Context: an optimization exercise on an open-source flow, tuned for small area and a short achievable clock period. The choices shown serve that exercise and are no tape-out recipe.
Only simulation tests tie the RTL to the original design; equivalence was not proved.
Power figures rest on the tool's default switching activity, not on a simulated workload.

Setup of the reference run:
==> flow/design.v <==
`default_nettype none
package vid_pkg;
typedef logic [15:0] word_t;         
typedef logic [7:0]  addr_t;         
typedef logic [11:0] rgb_t;          
typedef logic [3:0]  cidx_t;         
typedef logic [4:0]  xr_addr_t;      
typedef logic [1:0]  intr_t;         
localparam int INTR_LINE   = 0;      
localparam int INTR_VBLANK = 1;      
localparam logic [3:0] REG_INT_CTRL = 4'h0;     
localparam logic [3:0] REG_WR_ADDR  = 4'h1;     
localparam logic [3:0] REG_WR_INCR  = 4'h2;     
localparam logic [3:0] REG_DATA     = 4'h3;     
localparam logic [3:0] REG_RD_ADDR  = 4'h4;     
localparam logic [3:0] REG_XR_ADDR  = 4'h5;     
localparam logic [3:0] REG_XR_DATA  = 4'h6;     
localparam xr_addr_t XR_PALETTE_BASE = 5'h00;   
localparam xr_addr_t XR_LINE_CMP     = 5'h10;   
endpackage
`default_nettype wire
`default_nettype none
`timescale 1ns/10ps
module vram_arb(
    input  wire logic           clk,
    input  wire logic [2:0]     ph,
    input  wire logic           wr_hit_i,        
    input  wire logic [7:0]     wr_addr_i,
    input  wire logic [15:0]    wr_data_i,
    input  wire logic [7:0]     rd_addr_i,
    output logic                rd_hit_o,
    output logic [15:0]         rd_data_o,
    input  wire logic [1:0]     vid_ring_i,
    input  wire logic [2:0]     vid_pos_i,       
    output logic [15:0]         vid_data_o
);
localparam int N_RING = 32;
localparam int LEN    = 8;
logic [N_RING*16-1:0]   taps;
logic [4*LEN*16-1:0]    vid_cand;
assign rd_hit_o = (rd_addr_i[2:0] == ph);
for (genvar r = 0; r < N_RING; r++) begin : g_ring
    logic [LEN*16-1:0]  q;
    logic               we;
    assign we = wr_hit_i && (wr_addr_i[7:3] == 5'(r));
    always_ff @(posedge clk) begin
        q <= {q[(LEN-1)*16-1:0], we ? wr_data_i : q[LEN*16-1 -: 16]};
    end
    assign taps[r*16 +: 16] = q[LEN*16-1 -: 16];
    if (r < 4) begin : g_vid
        assign vid_cand[r*LEN*16 +: LEN*16] = q;
    end
end
logic [N_RING-1:0]  rd_sel;
logic [4*LEN-1:0]   vid_sel;
always_comb begin
    rd_data_o = '0;
    for (int r = 0; r < N_RING; r++) begin
        rd_sel[r] = (rd_addr_i[7:3] == 5'(r));
        rd_data_o = rd_data_o | (taps[r*16 +: 16] & {16{rd_sel[r]}});
    end
    vid_data_o = '0;
    for (int i = 0; i < 4*LEN; i++) begin
        vid_sel[i] = ({vid_ring_i, vid_pos_i} == 5'(i));
        vid_data_o = vid_data_o | (vid_cand[i*16 +: 16] & {16{vid_sel[i]}});
    end
end
endmodule
`default_nettype wire
`default_nettype none
`timescale 1ns/10ps
module vid_top #(
    parameter int H_VISIBLE = 16,
    parameter int H_FRONT   = 2,
    parameter int H_SYNC    = 4,
    parameter int H_BACK    = 2,
    parameter int V_VISIBLE = 8,
    parameter int V_FRONT   = 1,
    parameter int V_SYNC    = 2,
    parameter int V_BACK    = 1
)(
    input  wire logic           clk,
    input  wire logic           reset_i,
    input  wire logic           bus_cs_n_i,
    input  wire logic           bus_rd_nwr_i,
    input  wire logic [3:0]     bus_reg_num_i,
    input  wire logic           bus_bytesel_i,
    input  wire logic [7:0]     bus_data_i,
    output logic      [7:0]     bus_data_o,
    output logic                bus_intr_o,
    output logic      [3:0]     red_o,
    output logic      [3:0]     green_o,
    output logic      [3:0]     blue_o,
    output logic                hsync_o,
    output logic                vsync_o,
    output logic                dv_de_o
);
localparam int H_TOTAL      = H_VISIBLE + H_FRONT + H_SYNC + H_BACK;
localparam int V_TOTAL      = V_VISIBLE + V_FRONT + V_SYNC + V_BACK;
localparam int H_SYNC_START = H_VISIBLE + H_FRONT;
localparam int V_SYNC_START = V_VISIBLE + V_FRONT;
localparam int H_W          = $clog2(H_TOTAL);
localparam int V_W          = $clog2(V_TOTAL);
logic [7:0]     hi_byte;
logic [15:0]    wword;
logic           wr_lo;
logic           wr_hi;
logic [7:0]     wsel;            
logic           rd_next;         
logic [15:0]    wr_addr;
logic [15:0]    wr_incr;
logic [15:0]    rd_addr;
logic [15:0]    xr_addr;
logic [15:0]    xr_data;
logic [15:0]    prefetch;
logic           xr_wr;
logic [1:0]     intr_mask;
logic [1:0]     intr_clear;
logic [1:0]     intr_status;
logic [15:0]    rd_word;
logic           wpend;           
logic [7:0]     pend_addr;       
logic [7:0]     pend_lo;         
logic           wr_hit;          
logic           fwd_ok;          
logic           rpend;           
logic           rd_hit;
logic [15:0]    rd_data;
assign wword   = {hi_byte, bus_data_i};
assign wr_lo   = !bus_cs_n_i && !bus_rd_nwr_i && bus_bytesel_i;
assign wr_hi   = !bus_cs_n_i && !bus_rd_nwr_i && !bus_bytesel_i;
assign rd_next = !bus_cs_n_i && bus_rd_nwr_i && bus_bytesel_i && (bus_reg_num_i == vid_pkg::REG_DATA);
always_comb begin
    for (int i = 0; i < 8; i++) begin
        wsel[i] = wr_lo && (bus_reg_num_i == 4'(i));
    end
end
always_comb begin
    case (bus_reg_num_i)
        vid_pkg::REG_INT_CTRL: rd_word = {6'b0, intr_mask, 6'b0, intr_status};
        vid_pkg::REG_WR_ADDR:  rd_word = wr_addr;
        vid_pkg::REG_WR_INCR:  rd_word = wr_incr;
        vid_pkg::REG_DATA:     rd_word = (rpend && rd_hit) ? rd_data : prefetch;
        vid_pkg::REG_RD_ADDR:  rd_word = rd_addr;
        vid_pkg::REG_XR_ADDR:  rd_word = xr_addr;
        vid_pkg::REG_XR_DATA:  rd_word = xr_data;
        default:               rd_word = '0;
    endcase
end
always_ff @(posedge clk) begin
    if (reset_i) begin
        bus_data_o <= '0;
    end else if (!bus_cs_n_i && bus_rd_nwr_i) begin
        bus_data_o <= bus_bytesel_i ? rd_word[7:0] : rd_word[15:8];
    end
end
always_ff @(posedge clk) begin
    if (reset_i) begin
        intr_mask  <= '0;
        intr_clear <= '0;
        xr_wr      <= 1'b0;
        wr_addr    <= '0;
        wr_incr    <= '0;
        rd_addr    <= '0;
        xr_addr    <= '0;
        rpend      <= 1'b0;
        wpend      <= 1'b0;
    end else begin
        xr_wr      <= wsel[vid_pkg::REG_XR_DATA];
        intr_clear <= wsel[vid_pkg::REG_INT_CTRL] ? wword[1:0] : 2'b0;
        if (wsel[vid_pkg::REG_INT_CTRL]) begin
            intr_mask <= wword[9:8];
        end
        if (wsel[vid_pkg::REG_WR_ADDR]) begin
            wr_addr <= wword;
        end else if (wsel[vid_pkg::REG_DATA]) begin
            wr_addr <= wr_addr + wr_incr;
        end
        if (wsel[vid_pkg::REG_WR_INCR]) begin
            wr_incr <= wword;
        end
        if (wsel[vid_pkg::REG_RD_ADDR]) begin
            rd_addr <= wword;
        end else if (rd_next) begin
            rd_addr <= rd_addr + wr_incr;
        end
        if (wsel[vid_pkg::REG_XR_ADDR]) begin
            xr_addr <= wword;
        end else if (xr_wr) begin
            xr_addr <= xr_addr + 1'b1;
        end
        if (wsel[vid_pkg::REG_DATA]) begin
            wpend <= 1'b1;
        end else if (wr_hit) begin
            wpend <= 1'b0;
        end
        if (wsel[vid_pkg::REG_RD_ADDR] || rd_next) begin
            rpend <= 1'b1;
        end else if (rd_hit) begin
            rpend <= 1'b0;
        end
    end
end
always_ff @(posedge clk) begin
    if (wr_hi) begin
        hi_byte <= bus_data_i;
    end
    if (wsel[vid_pkg::REG_XR_DATA]) begin
        xr_data <= wword;
    end
    if (wsel[vid_pkg::REG_DATA]) begin
        pend_addr <= wr_addr[7:0];
        pend_lo   <= bus_data_i;
    end
    fwd_ok <= !wsel[vid_pkg::REG_DATA];
    if (rpend && rd_hit) begin
        prefetch <= rd_data;
    end
end
logic [H_W-1:0] h_count, h_next;
logic [V_W-1:0] v_count, v_next;
logic [2:0]     ph, ph_next;         
logic           de;
logic           fetch;
logic [4:0]     vid_word;
always_comb begin
    h_next = h_count + 1'b1;
    v_next = v_count;
    if (h_count == H_W'(H_TOTAL - 1)) begin
        h_next = '0;
        v_next = (v_count == V_W'(V_TOTAL - 1)) ? '0 : v_count + 1'b1;
    end
    if (reset_i) begin
        h_next = '0;
        v_next = '0;
    end
    ph_next = ph - 1'b1;
end
always_ff @(posedge clk) begin
    h_count <= h_next;
    v_count <= v_next;
    ph      <= ph_next;
end
assign de       = (h_count < H_W'(H_VISIBLE)) && (v_count < V_W'(V_VISIBLE));
assign fetch    = de && (h_count[1:0] == 2'd0);
assign vid_word = {v_count[2:0], h_count[3:2]};
logic [H_W-1:0] h_inc;
logic [4:0]     wn;
logic [1:0]     vid_ring;        
logic [2:0]     vid_pos;         
logic [15:0]    vid_mem;
logic [15:0]    vid_data;
assign h_inc = h_count + 1'b1;
always_comb begin
    wn = {v_count[2:0], h_inc[3:2]};
    if (h_count == H_W'(H_TOTAL - 1)) begin
        wn = (v_count == V_W'(V_TOTAL - 1)) ? 5'd0 : {v_count[2:0] + 3'd1, 2'd0};
    end
end
always_ff @(posedge clk) begin
    if (reset_i) begin
        vid_ring <= 2'd0;
        vid_pos  <= 3'd0 - ph;
    end else begin
        vid_ring <= wn[4:3];
        vid_pos  <= wn[2:0] - ph;
    end
end
always_ff @(posedge clk) begin
    if (reset_i) begin
        wr_hit <= 1'b0;
    end else if (wsel[vid_pkg::REG_DATA]) begin
        wr_hit <= (wr_addr[2:0] == ph_next);
    end else begin
        wr_hit <= wpend && !wr_hit && (pend_addr[2:0] == ph_next);
    end
end
vram_arb vram_arb(
    .clk(clk),                  .ph(ph),
    .wr_hit_i(wr_hit),          .wr_addr_i(pend_addr),
    .wr_data_i({hi_byte, pend_lo}),
    .rd_addr_i(rd_addr[7:0]),   .rd_hit_o(rd_hit),
    .rd_data_o(rd_data),
    .vid_ring_i(vid_ring),      .vid_pos_i(vid_pos),
    .vid_data_o(vid_mem)
);
always_ff @(posedge clk) begin
    if (fetch) begin
        vid_data <= (wpend && fwd_ok && pend_addr == {3'b0, vid_word}) ? {hi_byte, pend_lo} : vid_mem;
    end
end
logic [11:0]    palette [16];
logic [3:0]     pix_idx;
logic [2:0]     de_d;
logic [2:0]     hs_d;
logic [2:0]     vs_d;
logic [11:0]    rgb;
logic [11:0]    pal_out;
always_comb begin
    pal_out = '0;
    for (int i = 0; i < 16; i++) begin
        pal_out = pal_out | (palette[i] & {12{pix_idx == 4'(i)}});
    end
end
always_ff @(posedge clk) begin
    case (h_count[1:0])
        2'd1: pix_idx <= vid_data[15:12];
        2'd2: pix_idx <= vid_data[11:8];
        2'd3: pix_idx <= vid_data[7:4];
        default: pix_idx <= vid_data[3:0];
    endcase
    if (xr_wr && !xr_addr[4]) begin
        palette[xr_addr[3:0]] <= xr_data[11:0];
    end
end
always_ff @(posedge clk) begin
    if (reset_i) begin
        de_d <= '0;
        hs_d <= '0;
        vs_d <= '0;
        rgb  <= '0;
    end else begin
        de_d <= {de_d[1:0], de};
        hs_d <= {hs_d[1:0], (h_count >= H_W'(H_SYNC_START)) && (h_count < H_W'(H_SYNC_START + H_SYNC))};
        vs_d <= {vs_d[1:0], (v_count >= V_W'(V_SYNC_START)) && (v_count < V_W'(V_SYNC_START + V_SYNC))};
        rgb  <= de_d[1] ? pal_out : '0;
    end
end
assign {red_o, green_o, blue_o} = rgb;
assign dv_de_o = de_d[2];
assign hsync_o = hs_d[2];
assign vsync_o = vs_d[2];
logic [3:0]     lc_lo;           
logic           lc_hz;           
logic [1:0]     trigger;
assign trigger[vid_pkg::INTR_LINE]   = (h_count == '0) && lc_hz && (v_count == lc_lo);
assign trigger[vid_pkg::INTR_VBLANK] = (h_count == '0) && (v_count == V_W'(V_VISIBLE));
always_ff @(posedge clk) begin
    if (reset_i) begin
        lc_lo       <= '0;
        lc_hz       <= 1'b1;
        intr_status <= '0;
        bus_intr_o  <= 1'b0;
    end else begin
        if (xr_wr && xr_addr[4:0] == vid_pkg::XR_LINE_CMP) begin
            lc_lo <= xr_data[3:0];
            lc_hz <= (xr_data[15:4] == '0);
        end
        bus_intr_o  <= |(trigger & intr_mask & ~intr_status);
        intr_status <= (intr_status | trigger) & ~intr_clear;
    end
end
endmodule
`default_nettype wire
export LEC_CHECK = 0
export CAP_MARGIN = 20
export CORE_MARGIN = 2
export CORE_UTILIZATION = 60
export CTS_CLUSTER_DIAMETER = 50
export CTS_CLUSTER_SIZE = 30
export SETUP_SLACK_MARGIN = 4.0
export SLEW_MARGIN = 20
create_clock -name core_clock -period 7.0 [get_ports {clk}]
run.sh (not shown) runs the stock make flow with config.mk's settings and CLKGATE_MAP_FILE= SYNTH_SCRIPT=/design/flow/synth_recipe.tcl, a recipe that flattens the netlist after the stock synthesis.
Here is what was changed in the inputs of the trial run compared with the reference run.
diff --git a/flow/design.v b/flow/design.v
--- a/flow/design.v
+++ b/flow/design.v
@@ -25,7 +25,8 @@
     input  wire logic           clk,
     input  wire logic [2:0]     ph,
-    input  wire logic           wr_hit_i,        
+    input  wire logic           wr_en_i,         
     input  wire logic [7:0]     wr_addr_i,
     input  wire logic [15:0]    wr_data_i,
+    output logic                wr_hit_o,        
     input  wire logic [7:0]     rd_addr_i,
     output logic                rd_hit_o,
@@ -39,9 +40,10 @@
 logic [N_RING*16-1:0]   taps;
 logic [4*LEN*16-1:0]    vid_cand;
+assign wr_hit_o = wr_en_i && (wr_addr_i[2:0] == ph);
 assign rd_hit_o = (rd_addr_i[2:0] == ph);
 for (genvar r = 0; r < N_RING; r++) begin : g_ring
     logic [LEN*16-1:0]  q;
     logic               we;
-    assign we = wr_hit_i && (wr_addr_i[7:3] == 5'(r));
+    assign we = wr_hit_o && (wr_addr_i[7:3] == 5'(r));
     always_ff @(posedge clk) begin
         q <= {q[(LEN-1)*16-1:0], we ? wr_data_i : q[LEN*16-1 -: 16]};
@@ -52,18 +54,12 @@
     end
 end
-logic [N_RING-1:0]  rd_sel;
-logic [4*LEN-1:0]   vid_sel;
-always_comb begin
-    rd_data_o = '0;
-    for (int r = 0; r < N_RING; r++) begin
-        rd_sel[r] = (rd_addr_i[7:3] == 5'(r));
-        rd_data_o = rd_data_o | (taps[r*16 +: 16] & {16{rd_sel[r]}});
-    end
-    vid_data_o = '0;
-    for (int i = 0; i < 4*LEN; i++) begin
-        vid_sel[i] = ({vid_ring_i, vid_pos_i} == 5'(i));
-        vid_data_o = vid_data_o | (vid_cand[i*16 +: 16] & {16{vid_sel[i]}});
-    end
+assign rd_data_o = taps[rd_addr_i[7:3]*16 +: 16];
+logic [4*16-1:0] vid_at_pos;
+for (genvar r = 0; r < 4; r++) begin : g_vpos
+    logic [LEN*16-1:0] c;
+    assign c = vid_cand[r*LEN*16 +: LEN*16];
+    assign vid_at_pos[r*16 +: 16] = c[vid_pos_i*16 +: 16];
 end
+assign vid_data_o = vid_at_pos[vid_ring_i*16 +: 16];
 endmodule
 `default_nettype wire
@@ -122,5 +118,5 @@
 logic [7:0]     pend_addr;       
 logic [7:0]     pend_lo;         
-logic           wr_hit;          
+logic           wr_hit;
 logic           fwd_ok;          
 logic           rpend;           
@@ -267,17 +263,9 @@
     end
 end
-always_ff @(posedge clk) begin
-    if (reset_i) begin
-        wr_hit <= 1'b0;
-    end else if (wsel[vid_pkg::REG_DATA]) begin
-        wr_hit <= (wr_addr[2:0] == ph_next);
-    end else begin
-        wr_hit <= wpend && !wr_hit && (pend_addr[2:0] == ph_next);
-    end
-end
 vram_arb vram_arb(
     .clk(clk),                  .ph(ph),
-    .wr_hit_i(wr_hit),          .wr_addr_i(pend_addr),
+    .wr_en_i(wpend),            .wr_addr_i(pend_addr),
     .wr_data_i({hi_byte, pend_lo}),
+    .wr_hit_o(wr_hit),
     .rd_addr_i(rd_addr[7:0]),   .rd_hit_o(rd_hit),
     .rd_data_o(rd_data),
@@ -296,11 +284,4 @@
 logic [2:0]     vs_d;
 logic [11:0]    rgb;
-logic [11:0]    pal_out;
-always_comb begin
-    pal_out = '0;
-    for (int i = 0; i < 16; i++) begin
-        pal_out = pal_out | (palette[i] & {12{pix_idx == 4'(i)}});
-    end
-end
 always_ff @(posedge clk) begin
     case (h_count[1:0])
@@ -324,5 +305,5 @@
         hs_d <= {hs_d[1:0], (h_count >= H_W'(H_SYNC_START)) && (h_count < H_W'(H_SYNC_START + H_SYNC))};
         vs_d <= {vs_d[1:0], (v_count >= V_W'(V_SYNC_START)) && (v_count < V_W'(V_SYNC_START + V_SYNC))};
-        rgb  <= de_d[1] ? pal_out : '0;
+        rgb  <= de_d[1] ? palette[pix_idx] : '0;
     end
 end
[summary]
In terms of post-route worst hold slack, the reference run and the trial run differ only marginally.
On the trial run: headroom to the max-slew limit is 4.5 points higher than what the reference run gave.
Changes observed in the trial run relative to the reference run: first-pass GRT wire length lost 20%, die area increased by 1.3% relative to the old numbers, total power of the final layout now larger, minimum period implied by the final worst setup slack down 0.13 ns, count of multi-input combinational gates moved down.
Across both runs, final worst-path setup slack was higher for the trial run than for the reference run.
Compared with the reference run, the trial run shows a lower met1 track utilization from global routing.
Post-layout instance area was lower in the run labelled the reference run.
The flow for the trial run finished, though final verification flagged antenna violations.

port drivers added, routing unchanged:
The results above use ideal ports. As a check the final layouts listed here were re-extracted and re-timed, cells and wires unchanged. Step 1 (the two cells are an assumption about what drives the block):
set clk [get_ports {clk}]
set_driving_cell -lib_cell sky130_fd_sc_hd__clkbuf_16 $clk
set_driving_cell -lib_cell sky130_fd_sc_hd__buf_2 [delete_from_list [all_inputs] $clk]
Step 2 moves the port delays by t, midway between the first and last clock arrival at a register: inputs arrive t later, outputs are due t later. That takes back most of the time a late clock gives input paths. a / b / c = no drivers / after step 1 / after step 2; a / b = the first two.
| run | t, ns | setup WS [ns] | latest minus earliest clock arrival (ns) | worst data-port slew with drivers (ns) | cell pins on the clock port's net |
|---|---|---|---|---|---|
| the reference run | 0.962 | 3.880 / 3.880 / 3.295 | 0.058 / 0.059 | 0.08 | 1 |
| the trial run | 0.950 | 4.011 / 4.011 / 3.103 | 0.054 / 0.054 | 0.12 | 1 |
The setup slack of the trial run, which loses most, moves by 0.000 ns with the drivers and by -0.908 ns with both steps.
